This design comes from an exercise in tuning for small area, a short achievable clock period and few clock cycles per item on the open sky130 flow, not from production work.
No functional check of the RTL was part of this run.

## flow/config.mk

```make
export PLATFORM = sky130hd
export DESIGN_NAME = seq_mac_unit
export DESIGN_NICKNAME = seq_mac_unit
export VERILOG_FILES = /design/flow/design.v
export SDC_FILE = /design/flow/constraint.sdc
export NUM_CORES = 4
export LEC_CHECK = 0
export CAP_MARGIN = 20
export CORE_MARGIN = 2
export CORE_UTILIZATION = 50
export SETUP_SLACK_MARGIN = 4.6
export SLEW_MARGIN = 20
export SYNTH_HIERARCHICAL = 1
```

## flow/constraint.sdc

```tcl
create_clock -name core_clock -period 8.0 [get_ports {clk_i}]
set_input_delay 1.6000 -clock core_clock [delete_from_list [all_inputs] [get_ports {clk_i}]]
set_output_delay 1.6000 -clock core_clock [all_outputs]
set_load 0.01 [all_outputs]
```

## flow/design.v

```verilog
module seq_mac_unit (
    input  logic        clk_i,
    input  logic        rst_i,
    input  logic        MUL_Start_STRB_i,
    input  logic [81:0] a_i,
    input  logic [81:0] b_i,
    input  logic [81:0] acc_i,
    output logic        MUL_Done_STRB_o,
    output logic [81:0] out_o,
    output logic        busy_o
);
    localparam int K = 14;
    localparam int NSTEP = 3;
    localparam int CNTW = $clog2(NSTEP + 1);
    logic [40:0]  A_q;
    logic [42:0] B_q;       
    logic [81:0]  P_q;
    logic [41:0] c_q;
    logic         rc_q;
    logic [K-1:0] RC_q;
    logic         busy_q, done_q, fin_q;
    logic [CNTW-1:0] cnt_q;
    logic [6:0] x1_q, x2_q, neg_q;
    logic [6:0] x1_n, x2_n, neg_n;    
    logic [K:0] nb;
    logic [41:0] ax;
    assign ax = {A_q[40], A_q};
    logic [41:0] pp0;
    logic [41:0] pp1;
    logic [41:0] pp2;
    logic [41:0] pp3;
    logic [41:0] pp4;
    logic [41:0] pp5;
    logic [41:0] pp6;
    assign nb = busy_q ? B_q[28:14] : {b_i[13:0], 1'b0};
    assign x1_n[0]  = nb[0] ^ nb[1];
    assign x2_n[0]  = (nb[2] & ~nb[1] & ~nb[0]) | (~nb[2] & nb[1] & nb[0]);
    assign neg_n[0] = nb[2];
    assign pp0      = (({42{x1_q[0]}} & ax) | ({42{x2_q[0]}} & {ax[40:0], 1'b0})) ^ {42{neg_q[0]}};
    assign x1_n[1]  = nb[2] ^ nb[3];
    assign x2_n[1]  = (nb[4] & ~nb[3] & ~nb[2]) | (~nb[4] & nb[3] & nb[2]);
    assign neg_n[1] = nb[4];
    assign pp1      = (({42{x1_q[1]}} & ax) | ({42{x2_q[1]}} & {ax[40:0], 1'b0})) ^ {42{neg_q[1]}};
    assign x1_n[2]  = nb[4] ^ nb[5];
    assign x2_n[2]  = (nb[6] & ~nb[5] & ~nb[4]) | (~nb[6] & nb[5] & nb[4]);
    assign neg_n[2] = nb[6];
    assign pp2      = (({42{x1_q[2]}} & ax) | ({42{x2_q[2]}} & {ax[40:0], 1'b0})) ^ {42{neg_q[2]}};
    assign x1_n[3]  = nb[6] ^ nb[7];
    assign x2_n[3]  = (nb[8] & ~nb[7] & ~nb[6]) | (~nb[8] & nb[7] & nb[6]);
    assign neg_n[3] = nb[8];
    assign pp3      = (({42{x1_q[3]}} & ax) | ({42{x2_q[3]}} & {ax[40:0], 1'b0})) ^ {42{neg_q[3]}};
    assign x1_n[4]  = nb[8] ^ nb[9];
    assign x2_n[4]  = (nb[10] & ~nb[9] & ~nb[8]) | (~nb[10] & nb[9] & nb[8]);
    assign neg_n[4] = nb[10];
    assign pp4      = (({42{x1_q[4]}} & ax) | ({42{x2_q[4]}} & {ax[40:0], 1'b0})) ^ {42{neg_q[4]}};
    assign x1_n[5]  = nb[10] ^ nb[11];
    assign x2_n[5]  = (nb[12] & ~nb[11] & ~nb[10]) | (~nb[12] & nb[11] & nb[10]);
    assign neg_n[5] = nb[12];
    assign pp5      = (({42{x1_q[5]}} & ax) | ({42{x2_q[5]}} & {ax[40:0], 1'b0})) ^ {42{neg_q[5]}};
    assign x1_n[6]  = nb[12] ^ nb[13];
    assign x2_n[6]  = (nb[14] & ~nb[13] & ~nb[12]) | (~nb[14] & nb[13] & nb[12]);
    assign neg_n[6] = nb[14];
    assign pp6      = (({42{x1_q[6]}} & ax) | ({42{x2_q[6]}} & {ax[40:0], 1'b0})) ^ {42{neg_q[6]}};
    logic fs0, fc0, fs1, fc1, fs2, fc2, fs3, fc3, fs4, fc4, fs5, fc5, fs6, fc6, fs7, fc7, fs8, fc8, fs9, fc9, fs10, fc10, fs11, fc11, fs12, fc12, fs13, fc13, fs14, fc14, fs15, fc15, fs16, fc16, fs17, fc17, fs18, fc18, fs19, fc19, fs20, fc20, fs21, fc21, fs22, fc22, fs23, fc23, fs24, fc24, fs25, fc25, fs26, fc26, fs27, fc27, fs28, fc28, fs29, fc29, fs30, fc30, fs31, fc31, fs32, fc32, fs33, fc33, fs34, fc34, fs35, fc35, fs36, fc36, fs37, fc37, fs38, fc38, fs39, fc39, fs40, fc40, fs41, fc41, fs42, fc42, fs43, fc43, fs44, fc44, fs45, fc45, fs46, fc46, fs47, fc47, fs48, fc48, fs49, fc49, fs50, fc50, fs51, fc51, fs52, fc52, fs53, fc53, fs54, fc54, fs55, fc55, fs56, fc56, fs57, fc57, fs58, fc58, fs59, fc59, fs60, fc60, fs61, fc61, fs62, fc62, fs63, fc63, fs64, fc64, fs65, fc65, fs66, fc66, fs67, fc67, fs68, fc68, fs69, fc69, fs70, fc70, fs71, fc71, fs72, fc72, fs73, fc73, fs74, fc74, fs75, fc75, fs76, fc76, fs77, fc77, fs78, fc78, fs79, fc79, fs80, fc80, fs81, fc81, fs82, fc82, fs83, fc83, fs84, fc84, fs85, fc85, fs86, fc86, fs87, fc87, fs88, fc88, fs89, fc89, fs90, fc90, fs91, fc91, fs92, fc92, fs93, fc93, fs94, fc94, fs95, fc95, fs96, fc96, fs97, fc97, fs98, fc98, fs99, fc99, fs100, fc100, fs101, fc101, fs102, fc102, fs103, fc103, fs104, fc104, fs105, fc105, fs106, fc106, fs107, fc107, fs108, fc108, fs109, fc109, fs110, fc110, fs111, fc111, fs112, fc112, fs113, fc113, fs114, fc114, fs115, fc115, fs116, fc116, fs117, fc117, fs118, fc118, fs119, fc119, fs120, fc120, fs121, fc121, fs122, fc122, fs123, fc123, fs124, fc124, fs125, fc125, fs126, fc126, fs127, fc127, fs128, fc128, fs129, fc129, fs130, fc130, fs131, fc131, fs132, fc132, fs133, fc133, fs134, fc134, fs135, fc135, fs136, fc136, fs137, fc137, fs138, fc138, fs139, fc139, fs140, fc140, fs141, fc141, fs142, fc142, fs143, fc143, fs144, fc144, fs145, fc145, fs146, fc146, fs147, fc147, fs148, fc148, fs149, fc149, fs150, fc150, fs151, fc151, fs152, fc152, fs153, fc153, fs154, fc154, fs155, fc155, fs156, fc156, fs157, fc157, fs158, fc158, fs159, fc159, fs160, fc160, fs161, fc161, fs162, fc162, fs163, fc163, fs164, fc164, fs165, fc165, fs166, fc166, fs167, fc167, fs168, fc168, fs169, fc169, fs170, fc170, fs171, fc171, fs172, fc172, fs173, fc173, fs174, fc174, fs175, fc175, fs176, fc176, fs177, fc177, fs178, fc178, fs179, fc179, fs180, fc180, fs181, fc181, fs182, fc182, fs183, fc183, fs184, fc184, fs185, fc185, fs186, fc186, fs187, fc187, fs188, fc188, fs189, fc189, fs190, fc190, fs191, fc191, fs192, fc192, fs193, fc193, fs194, fc194, fs195, fc195, fs196, fc196, fs197, fc197, fs198, fc198, fs199, fc199, fs200, fc200, fs201, fc201, fs202, fc202, fs203, fc203, fs204, fc204, fs205, fc205, fs206, fc206, fs207, fc207, fs208, fc208, fs209, fc209, fs210, fc210, fs211, fc211, fs212, fc212, fs213, fc213, fs214, fc214, fs215, fc215, fs216, fc216, fs217, fc217, fs218, fc218, fs219, fc219, fs220, fc220, fs221, fc221, fs222, fc222, fs223, fc223, fs224, fc224, fs225, fc225, fs226, fc226, fs227, fc227, fs228, fc228, fs229, fc229, fs230, fc230, fs231, fc231, fs232, fc232, fs233, fc233, fs234, fc234, fs235, fc235, fs236, fc236, fs237, fc237, fs238, fc238, fs239, fc239, fs240, fc240, fs241, fc241, fs242, fc242, fs243, fc243, fs244, fc244, fs245, fc245, fs246, fc246, fs247, fc247, fs248, fc248, fs249, fc249, fs250, fc250, fs251, fc251, fs252, fc252, fs253, fc253, fs254, fc254, fs255, fc255, fs256, fc256, fs257, fc257, fs258, fc258, fs259, fc259, fs260, fc260, fs261, fc261, fs262, fc262, fs263, fc263, fs264, fc264, fs265, fc265, fs266, fc266, fs267, fc267, fs268, fc268, fs269, fc269, fs270, fc270, fs271, fc271, fs272, fc272, fs273, fc273, fs274, fc274, fs275, fc275, fs276, fc276, fs277, fc277, fs278, fc278, fs279, fc279, fs280, fc280, fs281, fc281, fs282, fc282, fs283, fc283, fs284, fc284, fs285, fc285, fs286, fc286, fs287, fc287, fs288, fc288, fs289, fc289, fs290, fc290, fs291, fc291, fs292, fc292, fs293, fc293, fs294, fc294, fs295, fc295, fs296, fc296, fs297, fc297, fs298, fc298, fs299, fc299, fs300, fc300, fs301, fc301, fs302, fc302, fs303, fc303, fs304, fc304, fs305, fc305, fs306, fc306, fs307, fc307, fs308, fc308, fs309, fc309, fs310, fc310, fs311, fc311, fs312, fc312, fs313, fc313, fs314, fc314, fs315, fc315, fs316, fc316, fs317, fc317, fs318, fc318, fs319, fc319, fs320, fc320, fs321, fc321, fs322, fc322, fs323, fc323, fs324, fc324, fs325, fc325, fs326, fc326, fs327, fc327, fs328, fc328, fs329, fc329, fs330, fc330, fs331, fc331, fs332, fc332, fs333, fc333, fs334, fc334, fs335, fc335, fs336, fc336, fs337, fc337, fs338, fc338, fs339, fc339, fs340, fc340, fs341, fc341, fs342, fc342;
    csa_ha ufs0 (.a(P_q[12]), .b(c_q[12]), .s(fs0), .co(fc0));
    csa_ha ufs1 (.a(P_q[13]), .b(c_q[13]), .s(fs1), .co(fc1));
    csa_ha ufs2 (.a(P_q[14]), .b(c_q[14]), .s(fs2), .co(fc2));
    csa_ha ufs3 (.a(P_q[15]), .b(c_q[15]), .s(fs3), .co(fc3));
    csa_ha ufs4 (.a(P_q[16]), .b(c_q[16]), .s(fs4), .co(fc4));
    csa_ha ufs5 (.a(P_q[17]), .b(c_q[17]), .s(fs5), .co(fc5));
    csa_ha ufs6 (.a(P_q[18]), .b(c_q[18]), .s(fs6), .co(fc6));
    csa_ha ufs7 (.a(P_q[19]), .b(c_q[19]), .s(fs7), .co(fc7));
    csa_ha ufs8 (.a(P_q[20]), .b(c_q[20]), .s(fs8), .co(fc8));
    csa_ha ufs9 (.a(P_q[21]), .b(c_q[21]), .s(fs9), .co(fc9));
    csa_ha ufs10 (.a(P_q[22]), .b(c_q[22]), .s(fs10), .co(fc10));
    csa_ha ufs11 (.a(P_q[23]), .b(c_q[23]), .s(fs11), .co(fc11));
    csa_ha ufs12 (.a(P_q[24]), .b(c_q[24]), .s(fs12), .co(fc12));
    csa_ha ufs13 (.a(P_q[25]), .b(c_q[25]), .s(fs13), .co(fc13));
    csa_ha ufs14 (.a(P_q[26]), .b(c_q[26]), .s(fs14), .co(fc14));
    csa_ha ufs15 (.a(P_q[27]), .b(c_q[27]), .s(fs15), .co(fc15));
    csa_ha ufs16 (.a(P_q[28]), .b(c_q[28]), .s(fs16), .co(fc16));
    csa_ha ufs17 (.a(P_q[29]), .b(c_q[29]), .s(fs17), .co(fc17));
    csa_ha ufs18 (.a(P_q[30]), .b(c_q[30]), .s(fs18), .co(fc18));
    csa_ha ufs19 (.a(P_q[31]), .b(c_q[31]), .s(fs19), .co(fc19));
    csa_ha ufs20 (.a(P_q[32]), .b(c_q[32]), .s(fs20), .co(fc20));
    csa_ha ufs21 (.a(P_q[33]), .b(c_q[33]), .s(fs21), .co(fc21));
    csa_ha ufs22 (.a(P_q[34]), .b(c_q[34]), .s(fs22), .co(fc22));
    csa_ha ufs23 (.a(P_q[35]), .b(c_q[35]), .s(fs23), .co(fc23));
    csa_ha ufs24 (.a(P_q[36]), .b(c_q[36]), .s(fs24), .co(fc24));
    csa_ha ufs25 (.a(P_q[37]), .b(c_q[37]), .s(fs25), .co(fc25));
    csa_ha ufs26 (.a(P_q[38]), .b(c_q[38]), .s(fs26), .co(fc26));
    csa_ha ufs27 (.a(P_q[39]), .b(c_q[39]), .s(fs27), .co(fc27));
    csa_ha ufs28 (.a(P_q[40]), .b(c_q[40]), .s(fs28), .co(fc28));
    csa_ha ufs29 (.a(P_q[41]), .b(c_q[41]), .s(fs29), .co(fc29));
    csa_ha ufs30 (.a(P_q[6]), .b(c_q[6]), .s(fs30), .co(fc30));
    csa_ha ufs31 (.a(P_q[7]), .b(c_q[7]), .s(fs31), .co(fc31));
    csa_fa ufs32 (.a(P_q[8]), .b(c_q[8]), .c(neg_q[4]), .s(fs32), .co(fc32));
    csa_ha ufs33 (.a(pp0[8]), .b(pp1[6]), .s(fs33), .co(fc33));
    csa_fa ufs34 (.a(P_q[9]), .b(c_q[9]), .c(pp0[9]), .s(fs34), .co(fc34));
    csa_ha ufs35 (.a(pp1[7]), .b(pp2[5]), .s(fs35), .co(fc35));
    csa_fa ufs36 (.a(P_q[10]), .b(c_q[10]), .c(neg_q[5]), .s(fs36), .co(fc36));
    csa_fa ufs37 (.a(pp0[10]), .b(pp1[8]), .c(pp2[6]), .s(fs37), .co(fc37));
    csa_ha ufs38 (.a(pp3[4]), .b(pp4[2]), .s(fs38), .co(fc38));
    csa_fa ufs39 (.a(P_q[11]), .b(c_q[11]), .c(pp0[11]), .s(fs39), .co(fc39));
    csa_fa ufs40 (.a(pp1[9]), .b(pp2[7]), .c(pp3[5]), .s(fs40), .co(fc40));
    csa_ha ufs41 (.a(pp4[3]), .b(pp5[1]), .s(fs41), .co(fc41));
    csa_fa ufs42 (.a(neg_q[6]), .b(fs0), .c(pp0[12]), .s(fs42), .co(fc42));
    csa_fa ufs43 (.a(pp1[10]), .b(pp2[8]), .c(pp3[6]), .s(fs43), .co(fc43));
    csa_fa ufs44 (.a(pp4[4]), .b(pp5[2]), .c(pp6[0]), .s(fs44), .co(fc44));
    csa_fa ufs45 (.a(fc0), .b(fs1), .c(pp0[13]), .s(fs45), .co(fc45));
    csa_fa ufs46 (.a(pp1[11]), .b(pp2[9]), .c(pp3[7]), .s(fs46), .co(fc46));
    csa_fa ufs47 (.a(pp4[5]), .b(pp5[3]), .c(pp6[1]), .s(fs47), .co(fc47));
    csa_fa ufs48 (.a(fc1), .b(fs2), .c(pp0[14]), .s(fs48), .co(fc48));
    csa_fa ufs49 (.a(pp1[12]), .b(pp2[10]), .c(pp3[8]), .s(fs49), .co(fc49));
    csa_fa ufs50 (.a(pp4[6]), .b(pp5[4]), .c(pp6[2]), .s(fs50), .co(fc50));
    csa_fa ufs51 (.a(fc2), .b(fs3), .c(pp0[15]), .s(fs51), .co(fc51));
    csa_fa ufs52 (.a(pp1[13]), .b(pp2[11]), .c(pp3[9]), .s(fs52), .co(fc52));
    csa_fa ufs53 (.a(pp4[7]), .b(pp5[5]), .c(pp6[3]), .s(fs53), .co(fc53));
    csa_fa ufs54 (.a(fc3), .b(fs4), .c(pp0[16]), .s(fs54), .co(fc54));
    csa_fa ufs55 (.a(pp1[14]), .b(pp2[12]), .c(pp3[10]), .s(fs55), .co(fc55));
    csa_fa ufs56 (.a(pp4[8]), .b(pp5[6]), .c(pp6[4]), .s(fs56), .co(fc56));
    csa_fa ufs57 (.a(fc4), .b(fs5), .c(pp0[17]), .s(fs57), .co(fc57));
    csa_fa ufs58 (.a(pp1[15]), .b(pp2[13]), .c(pp3[11]), .s(fs58), .co(fc58));
    csa_fa ufs59 (.a(pp4[9]), .b(pp5[7]), .c(pp6[5]), .s(fs59), .co(fc59));
    csa_fa ufs60 (.a(fc5), .b(fs6), .c(pp0[18]), .s(fs60), .co(fc60));
    csa_fa ufs61 (.a(pp1[16]), .b(pp2[14]), .c(pp3[12]), .s(fs61), .co(fc61));
    csa_fa ufs62 (.a(pp4[10]), .b(pp5[8]), .c(pp6[6]), .s(fs62), .co(fc62));
    csa_fa ufs63 (.a(fc6), .b(fs7), .c(pp0[19]), .s(fs63), .co(fc63));
    csa_fa ufs64 (.a(pp1[17]), .b(pp2[15]), .c(pp3[13]), .s(fs64), .co(fc64));
    csa_fa ufs65 (.a(pp4[11]), .b(pp5[9]), .c(pp6[7]), .s(fs65), .co(fc65));
    csa_fa ufs66 (.a(fc7), .b(fs8), .c(pp0[20]), .s(fs66), .co(fc66));
    csa_fa ufs67 (.a(pp1[18]), .b(pp2[16]), .c(pp3[14]), .s(fs67), .co(fc67));
    csa_fa ufs68 (.a(pp4[12]), .b(pp5[10]), .c(pp6[8]), .s(fs68), .co(fc68));
    csa_fa ufs69 (.a(fc8), .b(fs9), .c(pp0[21]), .s(fs69), .co(fc69));
    csa_fa ufs70 (.a(pp1[19]), .b(pp2[17]), .c(pp3[15]), .s(fs70), .co(fc70));
    csa_fa ufs71 (.a(pp4[13]), .b(pp5[11]), .c(pp6[9]), .s(fs71), .co(fc71));
    csa_fa ufs72 (.a(fc9), .b(fs10), .c(pp0[22]), .s(fs72), .co(fc72));
    csa_fa ufs73 (.a(pp1[20]), .b(pp2[18]), .c(pp3[16]), .s(fs73), .co(fc73));
    csa_fa ufs74 (.a(pp4[14]), .b(pp5[12]), .c(pp6[10]), .s(fs74), .co(fc74));
    csa_fa ufs75 (.a(fc10), .b(fs11), .c(pp0[23]), .s(fs75), .co(fc75));
    csa_fa ufs76 (.a(pp1[21]), .b(pp2[19]), .c(pp3[17]), .s(fs76), .co(fc76));
    csa_fa ufs77 (.a(pp4[15]), .b(pp5[13]), .c(pp6[11]), .s(fs77), .co(fc77));
    csa_fa ufs78 (.a(fc11), .b(fs12), .c(pp0[24]), .s(fs78), .co(fc78));
    csa_fa ufs79 (.a(pp1[22]), .b(pp2[20]), .c(pp3[18]), .s(fs79), .co(fc79));
    csa_fa ufs80 (.a(pp4[16]), .b(pp5[14]), .c(pp6[12]), .s(fs80), .co(fc80));
    csa_fa ufs81 (.a(fc12), .b(fs13), .c(pp0[25]), .s(fs81), .co(fc81));
    csa_fa ufs82 (.a(pp1[23]), .b(pp2[21]), .c(pp3[19]), .s(fs82), .co(fc82));
    csa_fa ufs83 (.a(pp4[17]), .b(pp5[15]), .c(pp6[13]), .s(fs83), .co(fc83));
    csa_fa ufs84 (.a(fc13), .b(fs14), .c(pp0[26]), .s(fs84), .co(fc84));
    csa_fa ufs85 (.a(pp1[24]), .b(pp2[22]), .c(pp3[20]), .s(fs85), .co(fc85));
    csa_fa ufs86 (.a(pp4[18]), .b(pp5[16]), .c(pp6[14]), .s(fs86), .co(fc86));
    csa_fa ufs87 (.a(fc14), .b(fs15), .c(pp0[27]), .s(fs87), .co(fc87));
    csa_fa ufs88 (.a(pp1[25]), .b(pp2[23]), .c(pp3[21]), .s(fs88), .co(fc88));
    csa_fa ufs89 (.a(pp4[19]), .b(pp5[17]), .c(pp6[15]), .s(fs89), .co(fc89));
    csa_fa ufs90 (.a(fc15), .b(fs16), .c(pp0[28]), .s(fs90), .co(fc90));
    csa_fa ufs91 (.a(pp1[26]), .b(pp2[24]), .c(pp3[22]), .s(fs91), .co(fc91));
    csa_fa ufs92 (.a(pp4[20]), .b(pp5[18]), .c(pp6[16]), .s(fs92), .co(fc92));
    csa_fa ufs93 (.a(fc16), .b(fs17), .c(pp0[29]), .s(fs93), .co(fc93));
    csa_fa ufs94 (.a(pp1[27]), .b(pp2[25]), .c(pp3[23]), .s(fs94), .co(fc94));
    csa_fa ufs95 (.a(pp4[21]), .b(pp5[19]), .c(pp6[17]), .s(fs95), .co(fc95));
    csa_fa ufs96 (.a(fc17), .b(fs18), .c(pp0[30]), .s(fs96), .co(fc96));
    csa_fa ufs97 (.a(pp1[28]), .b(pp2[26]), .c(pp3[24]), .s(fs97), .co(fc97));
    csa_fa ufs98 (.a(pp4[22]), .b(pp5[20]), .c(pp6[18]), .s(fs98), .co(fc98));
    csa_fa ufs99 (.a(fc18), .b(fs19), .c(pp0[31]), .s(fs99), .co(fc99));
    csa_fa ufs100 (.a(pp1[29]), .b(pp2[27]), .c(pp3[25]), .s(fs100), .co(fc100));
    csa_fa ufs101 (.a(pp4[23]), .b(pp5[21]), .c(pp6[19]), .s(fs101), .co(fc101));
    csa_fa ufs102 (.a(fc19), .b(fs20), .c(pp0[32]), .s(fs102), .co(fc102));
    csa_fa ufs103 (.a(pp1[30]), .b(pp2[28]), .c(pp3[26]), .s(fs103), .co(fc103));
    csa_fa ufs104 (.a(pp4[24]), .b(pp5[22]), .c(pp6[20]), .s(fs104), .co(fc104));
    csa_fa ufs105 (.a(fc20), .b(fs21), .c(pp0[33]), .s(fs105), .co(fc105));
    csa_fa ufs106 (.a(pp1[31]), .b(pp2[29]), .c(pp3[27]), .s(fs106), .co(fc106));
    csa_fa ufs107 (.a(pp4[25]), .b(pp5[23]), .c(pp6[21]), .s(fs107), .co(fc107));
    csa_fa ufs108 (.a(fc21), .b(fs22), .c(pp0[34]), .s(fs108), .co(fc108));
    csa_fa ufs109 (.a(pp1[32]), .b(pp2[30]), .c(pp3[28]), .s(fs109), .co(fc109));
    csa_fa ufs110 (.a(pp4[26]), .b(pp5[24]), .c(pp6[22]), .s(fs110), .co(fc110));
    csa_fa ufs111 (.a(fc22), .b(fs23), .c(pp0[35]), .s(fs111), .co(fc111));
    csa_fa ufs112 (.a(pp1[33]), .b(pp2[31]), .c(pp3[29]), .s(fs112), .co(fc112));
    csa_fa ufs113 (.a(pp4[27]), .b(pp5[25]), .c(pp6[23]), .s(fs113), .co(fc113));
    csa_fa ufs114 (.a(fc23), .b(fs24), .c(pp0[36]), .s(fs114), .co(fc114));
    csa_fa ufs115 (.a(pp1[34]), .b(pp2[32]), .c(pp3[30]), .s(fs115), .co(fc115));
    csa_fa ufs116 (.a(pp4[28]), .b(pp5[26]), .c(pp6[24]), .s(fs116), .co(fc116));
    csa_fa ufs117 (.a(fc24), .b(fs25), .c(pp0[37]), .s(fs117), .co(fc117));
    csa_fa ufs118 (.a(pp1[35]), .b(pp2[33]), .c(pp3[31]), .s(fs118), .co(fc118));
    csa_fa ufs119 (.a(pp4[29]), .b(pp5[27]), .c(pp6[25]), .s(fs119), .co(fc119));
    csa_fa ufs120 (.a(fc25), .b(fs26), .c(pp0[38]), .s(fs120), .co(fc120));
    csa_fa ufs121 (.a(pp1[36]), .b(pp2[34]), .c(pp3[32]), .s(fs121), .co(fc121));
    csa_fa ufs122 (.a(pp4[30]), .b(pp5[28]), .c(pp6[26]), .s(fs122), .co(fc122));
    csa_fa ufs123 (.a(fc26), .b(fs27), .c(pp0[39]), .s(fs123), .co(fc123));
    csa_fa ufs124 (.a(pp1[37]), .b(pp2[35]), .c(pp3[33]), .s(fs124), .co(fc124));
    csa_fa ufs125 (.a(pp4[31]), .b(pp5[29]), .c(pp6[27]), .s(fs125), .co(fc125));
    csa_fa ufs126 (.a(fc27), .b(fs28), .c(pp0[40]), .s(fs126), .co(fc126));
    csa_fa ufs127 (.a(pp1[38]), .b(pp2[36]), .c(pp3[34]), .s(fs127), .co(fc127));
    csa_fa ufs128 (.a(pp4[32]), .b(pp5[30]), .c(pp6[28]), .s(fs128), .co(fc128));
    csa_fa ufs129 (.a(fc28), .b(fs29), .c(~pp0[41]), .s(fs129), .co(fc129));
    csa_fa ufs130 (.a(pp1[39]), .b(pp2[37]), .c(pp3[35]), .s(fs130), .co(fc130));
    csa_fa ufs131 (.a(pp4[33]), .b(pp5[31]), .c(pp6[29]), .s(fs131), .co(fc131));
    csa_fa ufs132 (.a(P_q[42]), .b(1'b1), .c(fc29), .s(fs132), .co(fc132));
    csa_fa ufs133 (.a(pp1[40]), .b(pp2[38]), .c(pp3[36]), .s(fs133), .co(fc133));
    csa_fa ufs134 (.a(pp4[34]), .b(pp5[32]), .c(pp6[30]), .s(fs134), .co(fc134));
    csa_fa ufs135 (.a(P_q[43]), .b(~pp1[41]), .c(pp2[39]), .s(fs135), .co(fc135));
    csa_fa ufs136 (.a(pp3[37]), .b(pp4[35]), .c(pp5[33]), .s(fs136), .co(fc136));
    csa_fa ufs137 (.a(P_q[44]), .b(1'b1), .c(pp2[40]), .s(fs137), .co(fc137));
    csa_ha ufs138 (.a(pp3[38]), .b(pp4[36]), .s(fs138), .co(fc138));
    csa_fa ufs139 (.a(P_q[45]), .b(~pp2[41]), .c(pp3[39]), .s(fs139), .co(fc139));
    csa_ha ufs140 (.a(P_q[46]), .b(1'b1), .s(fs140), .co(fc140));
    csa_ha ufs141 (.a(P_q[2]), .b(c_q[2]), .s(fs141), .co(fc141));
    csa_ha ufs142 (.a(P_q[3]), .b(c_q[3]), .s(fs142), .co(fc142));
    csa_fa ufs143 (.a(P_q[4]), .b(c_q[4]), .c(neg_q[2]), .s(fs143), .co(fc143));
    csa_ha ufs144 (.a(pp0[4]), .b(pp1[2]), .s(fs144), .co(fc144));
    csa_fa ufs145 (.a(P_q[5]), .b(c_q[5]), .c(pp0[5]), .s(fs145), .co(fc145));
    csa_ha ufs146 (.a(pp1[3]), .b(pp2[1]), .s(fs146), .co(fc146));
    csa_fa ufs147 (.a(neg_q[3]), .b(fs30), .c(pp0[6]), .s(fs147), .co(fc147));
    csa_fa ufs148 (.a(pp1[4]), .b(pp2[2]), .c(pp3[0]), .s(fs148), .co(fc148));
    csa_fa ufs149 (.a(fc30), .b(fs31), .c(pp0[7]), .s(fs149), .co(fc149));
    csa_fa ufs150 (.a(pp1[5]), .b(pp2[3]), .c(pp3[1]), .s(fs150), .co(fc150));
    csa_fa ufs151 (.a(fc31), .b(fs32), .c(pp2[4]), .s(fs151), .co(fc151));
    csa_fa ufs152 (.a(pp3[2]), .b(pp4[0]), .c(fs33), .s(fs152), .co(fc152));
    csa_fa ufs153 (.a(fc32), .b(pp3[3]), .c(pp4[1]), .s(fs153), .co(fc153));
    csa_fa ufs154 (.a(fc33), .b(fs35), .c(fs34), .s(fs154), .co(fc154));
    csa_fa ufs155 (.a(fs36), .b(pp5[0]), .c(fc35), .s(fs155), .co(fc155));
    csa_fa ufs156 (.a(fs38), .b(fc34), .c(fs37), .s(fs156), .co(fc156));
    csa_fa ufs157 (.a(fc36), .b(fc38), .c(fs41), .s(fs157), .co(fc157));
    csa_fa ufs158 (.a(fc37), .b(fs39), .c(fs40), .s(fs158), .co(fc158));
    csa_fa ufs159 (.a(fc41), .b(fc39), .c(fc40), .s(fs159), .co(fc159));
    csa_fa ufs160 (.a(fs42), .b(fs43), .c(fs44), .s(fs160), .co(fc160));
    csa_fa ufs161 (.a(fc42), .b(fc43), .c(fc44), .s(fs161), .co(fc161));
    csa_fa ufs162 (.a(fs45), .b(fs46), .c(fs47), .s(fs162), .co(fc162));
    csa_fa ufs163 (.a(fc45), .b(fc46), .c(fc47), .s(fs163), .co(fc163));
    csa_fa ufs164 (.a(fs48), .b(fs49), .c(fs50), .s(fs164), .co(fc164));
    csa_fa ufs165 (.a(fc48), .b(fc49), .c(fc50), .s(fs165), .co(fc165));
    csa_fa ufs166 (.a(fs51), .b(fs52), .c(fs53), .s(fs166), .co(fc166));
    csa_fa ufs167 (.a(fc51), .b(fc52), .c(fc53), .s(fs167), .co(fc167));
    csa_fa ufs168 (.a(fs54), .b(fs55), .c(fs56), .s(fs168), .co(fc168));
    csa_fa ufs169 (.a(fc54), .b(fc55), .c(fc56), .s(fs169), .co(fc169));
    csa_fa ufs170 (.a(fs57), .b(fs58), .c(fs59), .s(fs170), .co(fc170));
    csa_fa ufs171 (.a(fc57), .b(fc58), .c(fc59), .s(fs171), .co(fc171));
    csa_fa ufs172 (.a(fs60), .b(fs61), .c(fs62), .s(fs172), .co(fc172));
    csa_fa ufs173 (.a(fc60), .b(fc61), .c(fc62), .s(fs173), .co(fc173));
    csa_fa ufs174 (.a(fs63), .b(fs64), .c(fs65), .s(fs174), .co(fc174));
    csa_fa ufs175 (.a(fc63), .b(fc64), .c(fc65), .s(fs175), .co(fc175));
    csa_fa ufs176 (.a(fs66), .b(fs67), .c(fs68), .s(fs176), .co(fc176));
    csa_fa ufs177 (.a(fc66), .b(fc67), .c(fc68), .s(fs177), .co(fc177));
    csa_fa ufs178 (.a(fs69), .b(fs70), .c(fs71), .s(fs178), .co(fc178));
    csa_fa ufs179 (.a(fc69), .b(fc70), .c(fc71), .s(fs179), .co(fc179));
    csa_fa ufs180 (.a(fs72), .b(fs73), .c(fs74), .s(fs180), .co(fc180));
    csa_fa ufs181 (.a(fc72), .b(fc73), .c(fc74), .s(fs181), .co(fc181));
    csa_fa ufs182 (.a(fs75), .b(fs76), .c(fs77), .s(fs182), .co(fc182));
    csa_fa ufs183 (.a(fc75), .b(fc76), .c(fc77), .s(fs183), .co(fc183));
    csa_fa ufs184 (.a(fs78), .b(fs79), .c(fs80), .s(fs184), .co(fc184));
    csa_fa ufs185 (.a(fc78), .b(fc79), .c(fc80), .s(fs185), .co(fc185));
    csa_fa ufs186 (.a(fs81), .b(fs82), .c(fs83), .s(fs186), .co(fc186));
    csa_fa ufs187 (.a(fc81), .b(fc82), .c(fc83), .s(fs187), .co(fc187));
    csa_fa ufs188 (.a(fs84), .b(fs85), .c(fs86), .s(fs188), .co(fc188));
    csa_fa ufs189 (.a(fc84), .b(fc85), .c(fc86), .s(fs189), .co(fc189));
    csa_fa ufs190 (.a(fs87), .b(fs88), .c(fs89), .s(fs190), .co(fc190));
    csa_fa ufs191 (.a(fc87), .b(fc88), .c(fc89), .s(fs191), .co(fc191));
    csa_fa ufs192 (.a(fs90), .b(fs91), .c(fs92), .s(fs192), .co(fc192));
    csa_fa ufs193 (.a(fc90), .b(fc91), .c(fc92), .s(fs193), .co(fc193));
    csa_fa ufs194 (.a(fs93), .b(fs94), .c(fs95), .s(fs194), .co(fc194));
    csa_fa ufs195 (.a(fc93), .b(fc94), .c(fc95), .s(fs195), .co(fc195));
    csa_fa ufs196 (.a(fs96), .b(fs97), .c(fs98), .s(fs196), .co(fc196));
    csa_fa ufs197 (.a(fc96), .b(fc97), .c(fc98), .s(fs197), .co(fc197));
    csa_fa ufs198 (.a(fs99), .b(fs100), .c(fs101), .s(fs198), .co(fc198));
    csa_fa ufs199 (.a(fc99), .b(fc100), .c(fc101), .s(fs199), .co(fc199));
    csa_fa ufs200 (.a(fs102), .b(fs103), .c(fs104), .s(fs200), .co(fc200));
    csa_fa ufs201 (.a(fc102), .b(fc103), .c(fc104), .s(fs201), .co(fc201));
    csa_fa ufs202 (.a(fs105), .b(fs106), .c(fs107), .s(fs202), .co(fc202));
    csa_fa ufs203 (.a(fc105), .b(fc106), .c(fc107), .s(fs203), .co(fc203));
    csa_fa ufs204 (.a(fs108), .b(fs109), .c(fs110), .s(fs204), .co(fc204));
    csa_fa ufs205 (.a(fc108), .b(fc109), .c(fc110), .s(fs205), .co(fc205));
    csa_fa ufs206 (.a(fs111), .b(fs112), .c(fs113), .s(fs206), .co(fc206));
    csa_fa ufs207 (.a(fc111), .b(fc112), .c(fc113), .s(fs207), .co(fc207));
    csa_fa ufs208 (.a(fs114), .b(fs115), .c(fs116), .s(fs208), .co(fc208));
    csa_fa ufs209 (.a(fc114), .b(fc115), .c(fc116), .s(fs209), .co(fc209));
    csa_fa ufs210 (.a(fs117), .b(fs118), .c(fs119), .s(fs210), .co(fc210));
    csa_fa ufs211 (.a(fc117), .b(fc118), .c(fc119), .s(fs211), .co(fc211));
    csa_fa ufs212 (.a(fs120), .b(fs121), .c(fs122), .s(fs212), .co(fc212));
    csa_fa ufs213 (.a(fc120), .b(fc121), .c(fc122), .s(fs213), .co(fc213));
    csa_fa ufs214 (.a(fs123), .b(fs124), .c(fs125), .s(fs214), .co(fc214));
    csa_fa ufs215 (.a(fc123), .b(fc124), .c(fc125), .s(fs215), .co(fc215));
    csa_fa ufs216 (.a(fs126), .b(fs127), .c(fs128), .s(fs216), .co(fc216));
    csa_fa ufs217 (.a(fc126), .b(fc127), .c(fc128), .s(fs217), .co(fc217));
    csa_fa ufs218 (.a(fs129), .b(fs130), .c(fs131), .s(fs218), .co(fc218));
    csa_fa ufs219 (.a(fs132), .b(fc129), .c(fc130), .s(fs219), .co(fc219));
    csa_fa ufs220 (.a(fc131), .b(fs133), .c(fs134), .s(fs220), .co(fc220));
    csa_fa ufs221 (.a(pp6[31]), .b(fc132), .c(fc133), .s(fs221), .co(fc221));
    csa_fa ufs222 (.a(fc134), .b(fs135), .c(fs136), .s(fs222), .co(fc222));
    csa_fa ufs223 (.a(pp5[34]), .b(pp6[32]), .c(fs138), .s(fs223), .co(fc223));
    csa_fa ufs224 (.a(fc135), .b(fc136), .c(fs137), .s(fs224), .co(fc224));
    csa_fa ufs225 (.a(pp4[37]), .b(pp5[35]), .c(pp6[33]), .s(fs225), .co(fc225));
    csa_fa ufs226 (.a(fc138), .b(fc137), .c(fs139), .s(fs226), .co(fc226));
    csa_fa ufs227 (.a(fs140), .b(pp3[40]), .c(pp4[38]), .s(fs227), .co(fc227));
    csa_fa ufs228 (.a(pp5[36]), .b(pp6[34]), .c(fc139), .s(fs228), .co(fc228));
    csa_fa ufs229 (.a(P_q[47]), .b(fc140), .c(~pp3[41]), .s(fs229), .co(fc229));
    csa_fa ufs230 (.a(pp4[39]), .b(pp5[37]), .c(pp6[35]), .s(fs230), .co(fc230));
    csa_fa ufs231 (.a(P_q[48]), .b(1'b1), .c(pp4[40]), .s(fs231), .co(fc231));
    csa_ha ufs232 (.a(pp5[38]), .b(pp6[36]), .s(fs232), .co(fc232));
    csa_fa ufs233 (.a(P_q[49]), .b(~pp4[41]), .c(pp5[39]), .s(fs233), .co(fc233));
    csa_ha ufs234 (.a(P_q[50]), .b(1'b1), .s(fs234), .co(fc234));
    csa_ha ufs235 (.a(P_q[0]), .b(c_q[0]), .s(fs235), .co(fc235));
    csa_ha ufs236 (.a(P_q[1]), .b(c_q[1]), .s(fs236), .co(fc236));
    csa_fa ufs237 (.a(neg_q[1]), .b(fs141), .c(pp0[2]), .s(fs237), .co(fc237));
    csa_fa ufs238 (.a(fc141), .b(fs142), .c(pp0[3]), .s(fs238), .co(fc238));
    csa_fa ufs239 (.a(fc142), .b(fs143), .c(pp2[0]), .s(fs239), .co(fc239));
    csa_fa ufs240 (.a(fc143), .b(fc144), .c(fs146), .s(fs240), .co(fc240));
    csa_fa ufs241 (.a(fc146), .b(fc145), .c(fs147), .s(fs241), .co(fc241));
    csa_fa ufs242 (.a(fc147), .b(fc148), .c(fs149), .s(fs242), .co(fc242));
    csa_fa ufs243 (.a(fc149), .b(fc150), .c(fs151), .s(fs243), .co(fc243));
    csa_fa ufs244 (.a(fc151), .b(fs153), .c(fc152), .s(fs244), .co(fc244));
    csa_fa ufs245 (.a(fc153), .b(fs155), .c(fc154), .s(fs245), .co(fc245));
    csa_fa ufs246 (.a(fc155), .b(fs157), .c(fc156), .s(fs246), .co(fc246));
    csa_fa ufs247 (.a(fc157), .b(fs159), .c(fc158), .s(fs247), .co(fc247));
    csa_fa ufs248 (.a(fc159), .b(fs161), .c(fc160), .s(fs248), .co(fc248));
    csa_fa ufs249 (.a(fc161), .b(fs163), .c(fc162), .s(fs249), .co(fc249));
    csa_fa ufs250 (.a(fc163), .b(fs165), .c(fc164), .s(fs250), .co(fc250));
    csa_fa ufs251 (.a(fc165), .b(fs167), .c(fc166), .s(fs251), .co(fc251));
    csa_fa ufs252 (.a(fc167), .b(fs169), .c(fc168), .s(fs252), .co(fc252));
    csa_fa ufs253 (.a(fc169), .b(fs171), .c(fc170), .s(fs253), .co(fc253));
    csa_fa ufs254 (.a(fc171), .b(fs173), .c(fc172), .s(fs254), .co(fc254));
    csa_fa ufs255 (.a(fc173), .b(fs175), .c(fc174), .s(fs255), .co(fc255));
    csa_fa ufs256 (.a(fc175), .b(fs177), .c(fc176), .s(fs256), .co(fc256));
    csa_fa ufs257 (.a(fc177), .b(fs179), .c(fc178), .s(fs257), .co(fc257));
    csa_fa ufs258 (.a(fc179), .b(fs181), .c(fc180), .s(fs258), .co(fc258));
    csa_fa ufs259 (.a(fc181), .b(fs183), .c(fc182), .s(fs259), .co(fc259));
    csa_fa ufs260 (.a(fc183), .b(fs185), .c(fc184), .s(fs260), .co(fc260));
    csa_fa ufs261 (.a(fc185), .b(fs187), .c(fc186), .s(fs261), .co(fc261));
    csa_fa ufs262 (.a(fc187), .b(fs189), .c(fc188), .s(fs262), .co(fc262));
    csa_fa ufs263 (.a(fc189), .b(fs191), .c(fc190), .s(fs263), .co(fc263));
    csa_fa ufs264 (.a(fc191), .b(fs193), .c(fc192), .s(fs264), .co(fc264));
    csa_fa ufs265 (.a(fc193), .b(fs195), .c(fc194), .s(fs265), .co(fc265));
    csa_fa ufs266 (.a(fc195), .b(fs197), .c(fc196), .s(fs266), .co(fc266));
    csa_fa ufs267 (.a(fc197), .b(fs199), .c(fc198), .s(fs267), .co(fc267));
    csa_fa ufs268 (.a(fc199), .b(fs201), .c(fc200), .s(fs268), .co(fc268));
    csa_fa ufs269 (.a(fc201), .b(fs203), .c(fc202), .s(fs269), .co(fc269));
    csa_fa ufs270 (.a(fc203), .b(fs205), .c(fc204), .s(fs270), .co(fc270));
    csa_fa ufs271 (.a(fc205), .b(fs207), .c(fc206), .s(fs271), .co(fc271));
    csa_fa ufs272 (.a(fc207), .b(fs209), .c(fc208), .s(fs272), .co(fc272));
    csa_fa ufs273 (.a(fc209), .b(fs211), .c(fc210), .s(fs273), .co(fc273));
    csa_fa ufs274 (.a(fc211), .b(fs213), .c(fc212), .s(fs274), .co(fc274));
    csa_fa ufs275 (.a(fc213), .b(fs215), .c(fc214), .s(fs275), .co(fc275));
    csa_fa ufs276 (.a(fc215), .b(fs217), .c(fc216), .s(fs276), .co(fc276));
    csa_fa ufs277 (.a(fc217), .b(fs219), .c(fc218), .s(fs277), .co(fc277));
    csa_fa ufs278 (.a(fc219), .b(fs221), .c(fc220), .s(fs278), .co(fc278));
    csa_fa ufs279 (.a(fs223), .b(fc221), .c(fc222), .s(fs279), .co(fc279));
    csa_fa ufs280 (.a(fs225), .b(fc223), .c(fc224), .s(fs280), .co(fc280));
    csa_fa ufs281 (.a(fc225), .b(fs227), .c(fs228), .s(fs281), .co(fc281));
    csa_fa ufs282 (.a(fc227), .b(fs229), .c(fs230), .s(fs282), .co(fc282));
    csa_fa ufs283 (.a(fs232), .b(fc229), .c(fc230), .s(fs283), .co(fc283));
    csa_fa ufs284 (.a(pp6[37]), .b(fc232), .c(fc231), .s(fs284), .co(fc284));
    csa_fa ufs285 (.a(fs234), .b(pp5[40]), .c(pp6[38]), .s(fs285), .co(fc285));
    csa_fa ufs286 (.a(P_q[51]), .b(fc234), .c(~pp5[41]), .s(fs286), .co(fc286));
    csa_ha ufs287 (.a(P_q[52]), .b(1'b1), .s(fs287), .co(fc287));
    csa_fa ufs288 (.a(neg_q[0]), .b(fs235), .c(pp0[0]), .s(fs288), .co(fc288));
    csa_fa ufs289 (.a(fc235), .b(fs236), .c(pp0[1]), .s(fs289), .co(fc289));
    csa_fa ufs290 (.a(fc236), .b(pp1[0]), .c(fs237), .s(fs290), .co(fc290));
    csa_fa ufs291 (.a(pp1[1]), .b(fc237), .c(fs238), .s(fs291), .co(fc291));
    csa_fa ufs292 (.a(fs144), .b(fc238), .c(fs239), .s(fs292), .co(fc292));
    csa_fa ufs293 (.a(fc239), .b(fs145), .c(fs240), .s(fs293), .co(fc293));
    csa_fa ufs294 (.a(fs148), .b(fc240), .c(fs241), .s(fs294), .co(fc294));
    csa_fa ufs295 (.a(fs150), .b(fc241), .c(fs242), .s(fs295), .co(fc295));
    csa_fa ufs296 (.a(fs152), .b(fc242), .c(fs243), .s(fs296), .co(fc296));
    csa_fa ufs297 (.a(fc243), .b(fs154), .c(fs244), .s(fs297), .co(fc297));
    csa_fa ufs298 (.a(fs156), .b(fc244), .c(fs245), .s(fs298), .co(fc298));
    csa_fa ufs299 (.a(fs158), .b(fc245), .c(fs246), .s(fs299), .co(fc299));
    csa_fa ufs300 (.a(fs160), .b(fc246), .c(fs247), .s(fs300), .co(fc300));
    csa_fa ufs301 (.a(fs162), .b(fc247), .c(fs248), .s(fs301), .co(fc301));
    csa_fa ufs302 (.a(fs164), .b(fc248), .c(fs249), .s(fs302), .co(fc302));
    csa_fa ufs303 (.a(fs166), .b(fc249), .c(fs250), .s(fs303), .co(fc303));
    csa_fa ufs304 (.a(fs168), .b(fc250), .c(fs251), .s(fs304), .co(fc304));
    csa_fa ufs305 (.a(fs170), .b(fc251), .c(fs252), .s(fs305), .co(fc305));
    csa_fa ufs306 (.a(fs172), .b(fc252), .c(fs253), .s(fs306), .co(fc306));
    csa_fa ufs307 (.a(fs174), .b(fc253), .c(fs254), .s(fs307), .co(fc307));
    csa_fa ufs308 (.a(fs176), .b(fc254), .c(fs255), .s(fs308), .co(fc308));
    csa_fa ufs309 (.a(fs178), .b(fc255), .c(fs256), .s(fs309), .co(fc309));
    csa_fa ufs310 (.a(fs180), .b(fc256), .c(fs257), .s(fs310), .co(fc310));
    csa_fa ufs311 (.a(fs182), .b(fc257), .c(fs258), .s(fs311), .co(fc311));
    csa_fa ufs312 (.a(fs184), .b(fc258), .c(fs259), .s(fs312), .co(fc312));
    csa_fa ufs313 (.a(fs186), .b(fc259), .c(fs260), .s(fs313), .co(fc313));
    csa_fa ufs314 (.a(fs188), .b(fc260), .c(fs261), .s(fs314), .co(fc314));
    csa_fa ufs315 (.a(fs190), .b(fc261), .c(fs262), .s(fs315), .co(fc315));
    csa_fa ufs316 (.a(fs192), .b(fc262), .c(fs263), .s(fs316), .co(fc316));
    csa_fa ufs317 (.a(fs194), .b(fc263), .c(fs264), .s(fs317), .co(fc317));
    csa_fa ufs318 (.a(fs196), .b(fc264), .c(fs265), .s(fs318), .co(fc318));
    csa_fa ufs319 (.a(fs198), .b(fc265), .c(fs266), .s(fs319), .co(fc319));
    csa_fa ufs320 (.a(fs200), .b(fc266), .c(fs267), .s(fs320), .co(fc320));
    csa_fa ufs321 (.a(fs202), .b(fc267), .c(fs268), .s(fs321), .co(fc321));
    csa_fa ufs322 (.a(fs204), .b(fc268), .c(fs269), .s(fs322), .co(fc322));
    csa_fa ufs323 (.a(fs206), .b(fc269), .c(fs270), .s(fs323), .co(fc323));
    csa_fa ufs324 (.a(fs208), .b(fc270), .c(fs271), .s(fs324), .co(fc324));
    csa_fa ufs325 (.a(fs210), .b(fc271), .c(fs272), .s(fs325), .co(fc325));
    csa_fa ufs326 (.a(fs212), .b(fc272), .c(fs273), .s(fs326), .co(fc326));
    csa_fa ufs327 (.a(fs214), .b(fc273), .c(fs274), .s(fs327), .co(fc327));
    csa_fa ufs328 (.a(fs216), .b(fc274), .c(fs275), .s(fs328), .co(fc328));
    csa_fa ufs329 (.a(fs218), .b(fc275), .c(fs276), .s(fs329), .co(fc329));
    csa_fa ufs330 (.a(fs220), .b(fc276), .c(fs277), .s(fs330), .co(fc330));
    csa_fa ufs331 (.a(fs222), .b(fc277), .c(fs278), .s(fs331), .co(fc331));
    csa_fa ufs332 (.a(fs224), .b(fc278), .c(fs279), .s(fs332), .co(fc332));
    csa_fa ufs333 (.a(fs226), .b(fc279), .c(fs280), .s(fs333), .co(fc333));
    csa_fa ufs334 (.a(fc226), .b(fc280), .c(fs281), .s(fs334), .co(fc334));
    csa_fa ufs335 (.a(fc228), .b(fs282), .c(fc281), .s(fs335), .co(fc335));
    csa_fa ufs336 (.a(fs231), .b(fs283), .c(fc282), .s(fs336), .co(fc336));
    csa_fa ufs337 (.a(fs233), .b(fc283), .c(fs284), .s(fs337), .co(fc337));
    csa_fa ufs338 (.a(fc233), .b(fs285), .c(fc284), .s(fs338), .co(fc338));
    csa_fa ufs339 (.a(pp6[39]), .b(fc285), .c(fs286), .s(fs339), .co(fc339));
    csa_fa ufs340 (.a(fs287), .b(pp6[40]), .c(fc286), .s(fs340), .co(fc340));
    csa_fa ufs341 (.a(P_q[53]), .b(fc287), .c(~pp6[41]), .s(fs341), .co(fc341));
    csa_ha ufs342 (.a(P_q[54]), .b(1'b1), .s(fs342), .co(fc342));
    logic [55:0] cs_s, cs_c;
    assign cs_s = {1'b0, fc341, fc340, fc339, fc338, fc337, fc336, fc335, fc334, fc333, fc332, fc331, fc330, fc329, fc328, fc327, fc326, fc325, fc324, fc323, fc322, fc321, fc320, fc319, fc318, fc317, fc316, fc315, fc314, fc313, fc312, fc311, fc310, fc309, fc308, fc307, fc306, fc305, fc304, fc303, fc302, fc301, fc300, fc299, fc298, fc297, fc296, fc295, fc294, fc293, fc292, fc291, fc290, fc289, fc288, fs288};
    assign cs_c = {fc342, fs342, fs341, fs340, fs339, fs338, fs337, fs336, fs335, fs334, fs333, fs332, fs331, fs330, fs329, fs328, fs327, fs326, fs325, fs324, fs323, fs322, fs321, fs320, fs319, fs318, fs317, fs316, fs315, fs314, fs313, fs312, fs311, fs310, fs309, fs308, fs307, fs306, fs305, fs304, fs303, fs302, fs301, fs300, fs299, fs298, fs297, fs296, fs295, fs294, fs293, fs292, fs291, fs290, fs289, 1'b0};
    logic [53:0] X;
    assign X = {P_q[39:0], P_q[81:68]} + {c_q[39:0], RC_q[13:1], rc_q};
    wire rc_n = X[14] ^ P_q[0] ^ c_q[0];
    wire last = (cnt_q == CNTW'(NSTEP - 1));
    logic [81:0] P_step;
    always_comb begin
        P_step = {cs_s[13], cs_s[12], cs_s[11], cs_s[10], cs_s[9], cs_s[8], cs_s[7], cs_s[6], cs_s[5], cs_s[4], cs_s[3], cs_s[2], cs_s[1], cs_s[0], X[13], X[12], X[11], X[10], X[9], X[8], X[7], X[6], X[5], X[4], X[3], X[2], X[1], X[0], P_q[67], P_q[66], P_q[65], P_q[64], P_q[63], P_q[62], P_q[61], P_q[60], P_q[59], P_q[58], P_q[57], P_q[56], P_q[55], cs_s[54], cs_s[53], cs_s[52], cs_s[51], cs_s[50], cs_s[49], cs_s[48], cs_s[47], cs_s[46], cs_s[45], cs_s[44], cs_s[43], cs_s[42], cs_s[41], cs_s[40], cs_s[39], cs_s[38], cs_s[37], cs_s[36], cs_s[35], cs_s[34], cs_s[33], cs_s[32], cs_s[31], cs_s[30], cs_s[29], cs_s[28], cs_s[27], cs_s[26], cs_s[25], cs_s[24], cs_s[23], cs_s[22], cs_s[21], cs_s[20], cs_s[19], cs_s[18], cs_s[17], cs_s[16], cs_s[15], cs_s[14]};
            P_step[40] = last ? P_q[54] : cs_s[54];
    end
    always_ff @(posedge clk_i or posedge rst_i) begin
        if (rst_i) begin
            busy_q <= 1'b0;
            done_q <= 1'b0;
            fin_q  <= 1'b0;
            cnt_q  <= '0;
        end else begin
            done_q <= fin_q;
            fin_q  <= busy_q & ~fin_q & last;
            if (busy_q) begin
                busy_q <= ~fin_q;
                cnt_q  <= cnt_q + CNTW'(1);
            end else begin
                busy_q <= MUL_Start_STRB_i;
                cnt_q  <= '0;
            end
        end
    end
    always_ff @(posedge clk_i) begin
        if (busy_q) begin
            B_q  <= {{K{1'b0}}, B_q[42:K]};
            c_q  <= cs_c[55:K];
            rc_q <= rc_n;
            RC_q <= cs_c[13:0];
            x1_q <= x1_n;
            x2_q <= x2_n;
            neg_q <= neg_n;
            if (fin_q) begin
                P_q[39:0] <= X[53:14];
                P_q[81:68] <= X[13:0];
            end else begin
                P_q <= P_step;
            end
        end else begin
            A_q  <= a_i[40:0];
            B_q  <= {{1{b_i[40]}}, b_i[40:0], 1'b0};
            c_q  <= 42'(1) << 41;
            rc_q <= 1'b0;
            RC_q <= '0;
            x1_q <= x1_n;
            x2_q <= x2_n;
            neg_q <= neg_n;
            if (MUL_Start_STRB_i) P_q <= acc_i;
        end
    end
    assign out_o = {P_q[39:0], P_q[81:40]};
    assign MUL_Done_STRB_o = done_q;
    assign busy_o = busy_q;
endmodule
module csa_fa (input logic a, b, c, output logic s, co);
    assign s  = a ^ b ^ c;
    assign co = (a & b) | (a & c) | (b & c);
endmodule
module csa_ha (input logic a, b, output logic s, co);
    assign s  = a ^ b;
    assign co = a & b;
endmodule
```

## flow/run.sh

```bash
#!/bin/bash
# synth_recipe.tcl (not shown) runs the flow's synth.tcl, then flattens the netlist and writes it again
# the make line also repeats each setting of config.mk as NAME=value (left out here)
make -C /OpenROAD-flow-scripts/flow DESIGN_CONFIG=/design/flow/config.mk WORK_HOME=/design/flow/orfs CLKGATE_MAP_FILE= SYNTH_SCRIPT=/design/flow/synth_recipe.tcl finish
```

==> summary.txt <==
Hold path
  • Hold Crit Start: cnt_q[0]
  • Hold Path End: cnt_q[0]
  • Hold path depth: 1
  • HP Class: reg -> reg

Critical path
  • CP delay by family, top: adder cells
  • R2r endpoint: P_q[7]
  • Arrival time at the worst endpoint: 3840 ps
  • Worst path bufs/invs: 2
  • Register-to-register setup slack: 4460 ps
  • Max stage delay on crit path: 580 ps
  • Worst Setup End Kind: register
  • Critical-path top delay cell: fa_2
  • Reg2Reg Depth: 10
  • CP Data Required Time: 8310 ps
  • Most common cell type on the critical path: fa_2
  • Critical path fanouts, max: 6
  • Worst r2r src: A_q[17]
  • CP Launch Type: register
  • CP Class: reg -> reg
  • Critical-path cell list: buf_6, buf_12, a22oi_1, xnor2_1, fa_1, fa_2, fa_2, fa_2, mux2i_2, a21oi_1

Placement
  • Detailed placer's ending HPWL: 56900 um
  • Routability Congestion: 0.916
  • Post-placement setup slack: 3630 ps
  • I/O Buffers: 250
  • Cell Area, Placed: 25800 um^2

STA
  • Fin crit period: 3540 ps
  • Slew Limit Fails: 0
  • Final hold violations: 0
  • Final WS setup: 4460 ps
  • Clock skew: 19.1 ps
  • Fmax: 283 MHz
  • Min Hold Slack: 428 ps
  • Relative slew slack: 0.325
  • Finish-stage setup viols: 0
  • Period Utilization, post-route: 0.442
  • Sum Neg Setup Slack: 0 ps
  • Worst slew pin tran: 1010 ps
  • RSZ-0062 raised after global routing: true

GRT
  • Antenna violations before repair: 3
  • Gr usage total: 0.375
  • Vias in the first global route: 19900
  • GRT overflow: 0
  • Pin count of the biggest net entering global routing: 176
  • First-pass GRT wire length: 130000 um

Yosys
  • Synth Flop Type: edfxtp_1
  • Synth warn: 7
  • Synth Register Bits: 232
  • Ys async rst share: 0.0216
  • Count of flip-flops with a built-in enable after synthesis: 123
  • Synthesized area: 23000 um^2
  • Cells after synthesis: 2097
  • Sequential share of the synthesized area: 0.257
  • Synth Area per Inst: 10.9 um^2
  • Post-synth top area share: 0.258
  • Synth top area cells: fa_1 26%, edfxtp_1 16%, xnor2_1 12%
  • Largest area contributor in the netlist: fa_1
  • Synth cell types: 57

Floorplanning
  • Initial core utilization: 0.506
  • Die Height: 218 um
  • Row count: 78
  • Die area: 47600 um^2
  • Core area: 45400 um^2
  • Die width: 218 um
  • Num ports: 333

Clock network
  • Clock latency (worst-skew pair): 600 ps
  • Clock Path Buffers: 3
  • Clk slew on worst S/H paths: 60 ps
  • Hold-fix buffers, CTS: 0
  • CTS tree: yes
  • Total clock sinks: 232
  • H-tree depth: 1
  • Root Buffer: clkbuf_16
  • Num CTS Buffers: 29

Finish
  • Area delta synth->final: 35.5%
  • Reg area: 5970 um^2
  • Post-route cell area: 31100 um^2
  • Area occupied by multi-input gates: 17800 um^2
  • Layout cells sized above 1: 0.264
  • Fin nets: 3074
  • # fillers: 3439

Drt
  • Overall via count from detail_route: 19700
  • Router iterations before antenna repair: 5
  • Drt wl/cell: 31.1 um
  • Iter 0 DRT Violations: 2225
  • Antenna Nets Post-Route: 0
  • Vias per cell: 6.45
  • Residual DRC: 0
  • Drt total wl: 94800 um

Run
  • Max-cap viol count: 0

Status
  • Status: finished clean
==> worst max-delay path by stage <==
stage                        from  cells after the start  slack, ps       to
after CTS                 A_q[17]                     12       4480  P_q[12]
final                     A_q[17]                     10       4460   P_q[7]
after global routing      A_q[17]                     10       4390   P_q[7]
after detailed placement  x1_q[0]                     10       3630  P_q[12]
after global placement    x1_q[0]                     10       3640  P_q[12]
after floorplan           x1_q[4]                     11       4580  P_q[12]
==> state kept, by name, summed over array words and instances, names as in the netlist <==
signal and flops:
x1_q 7, x2_q 7, rc_q 1, P_q 82, RC_q 13, neg_q 6
A_q 41, fin_q 1, done_q 1, c_q 42, busy_q 1, B_q 28
cnt_q 2
==> metal layers <==
layer  track usage  up-vias  wire length [um]
met4         0.172        0              5790
li1              -     8077                 -
met1         0.490     9883             35100
met5             0        -                 0
met3        0.0771      360             10800
met2         0.602     1366             43200
==> metrics by stage <==
stage / utilization / std cells
finish: 0.686 / 3053
global route: 0.686 / 3052
CTS: 0.649 / 2991
detailed placement: 0.568 / 2798
global placement: 0.568 / 2798
floorplan: - / 2103
==> Yosys stat by module, one instance, submodules excluded <==
module | cells inside | area, um^2 | copies in the design | flops+latches
csa_fa | 1 | 20.0 | 295 | 0
csa_ha | 1 | 12.5 | 48 | 0
seq_mac_unit | 1754 | 16500 | 1 | 232
==> placed cells by master (no fill, tap or decap), types with 44 or more instances in the layout <==
master / count
clkbuf_16: 44
buf_12: 64
dfxtp_1: 83
fa_2: 119
nand2_1: 64
nor2_1: 84
a22oi_1: 205
fa_1: 177
a22oi_2: 81
edfxtp_1: 123
clkdlybuf4s50_1: 250
ha_1: 77
xnor2_1: 296
buf_4: 115
and2_1: 58
a21oi_1: 102
==> final cells by class <==
cell class              instances  share of cell area
multi-input cells            1670               0.572
diodes                          3            0.000241
inverters                      20             0.00241
clock inverters                15             0.00454
well taps                     600              0.0241
flip-flops and latches        232               0.192
repair buffers                474               0.179
clock buffers                  39              0.0252
==> timing repair <==
item | in CTS | in global routing
endpoints found under the setup margin | 93 | 44
gates cloned | 10 | 16
pin swaps | 70 | 123
resized for setup | 231 | 213
buffers inserted | 129 | 43
==> cell usage after synthesis, drive strengths merged (51+ instances only) <==
cell type / count
ha: 102
nor2: 86
clkbuf: 159
dfxtp: 104
mux2i: 52
nand2: 65
xnor2: 324
a22oi: 286
a21oi: 112
edfxtp: 123
and2: 60
fa: 296
o21ai: 51
==> kinds of logic (layout without fill, tap and decap cells) <==
kind of cell,after synthesis,in the layout,synth area share
compound gates,538,538,0.159
fa+ha+maj,398,398,0.314
xor+xnor,353,353,0.135
simple gates,282,282,0.0598
flops,232,232,0.257
buf+inv,201,548,0.0329
mux,92,92,0.0423
other cells,1,10,0.000163

[what the ideal ports hide]
No port has a modelled driver above. Below, the same layout with a new extraction and two added sets of constraints. Step 1 sets driving cells, clkbuf_16 on the clock port and buf_2 on the other inputs (assumed; they add their load-dependent delay and slew). Step 2, shift: input delay + t, output delay - t, t = (earliest + latest rising clock arrival at the registers) / 2. This alone moves slack from input paths to output paths. Three values: ideal ports, drivers, drivers and shift; two values: the first two.
t, ns: 0.653
slack for setup (ns): 4.463 / 4.463 / 4.213
worst slew at a driven data input, ns: 0.09
After both steps setup and hold are still met in this run. The setup slack of this run moves by 0.000 ns with the drivers and by -0.250 ns with both steps.
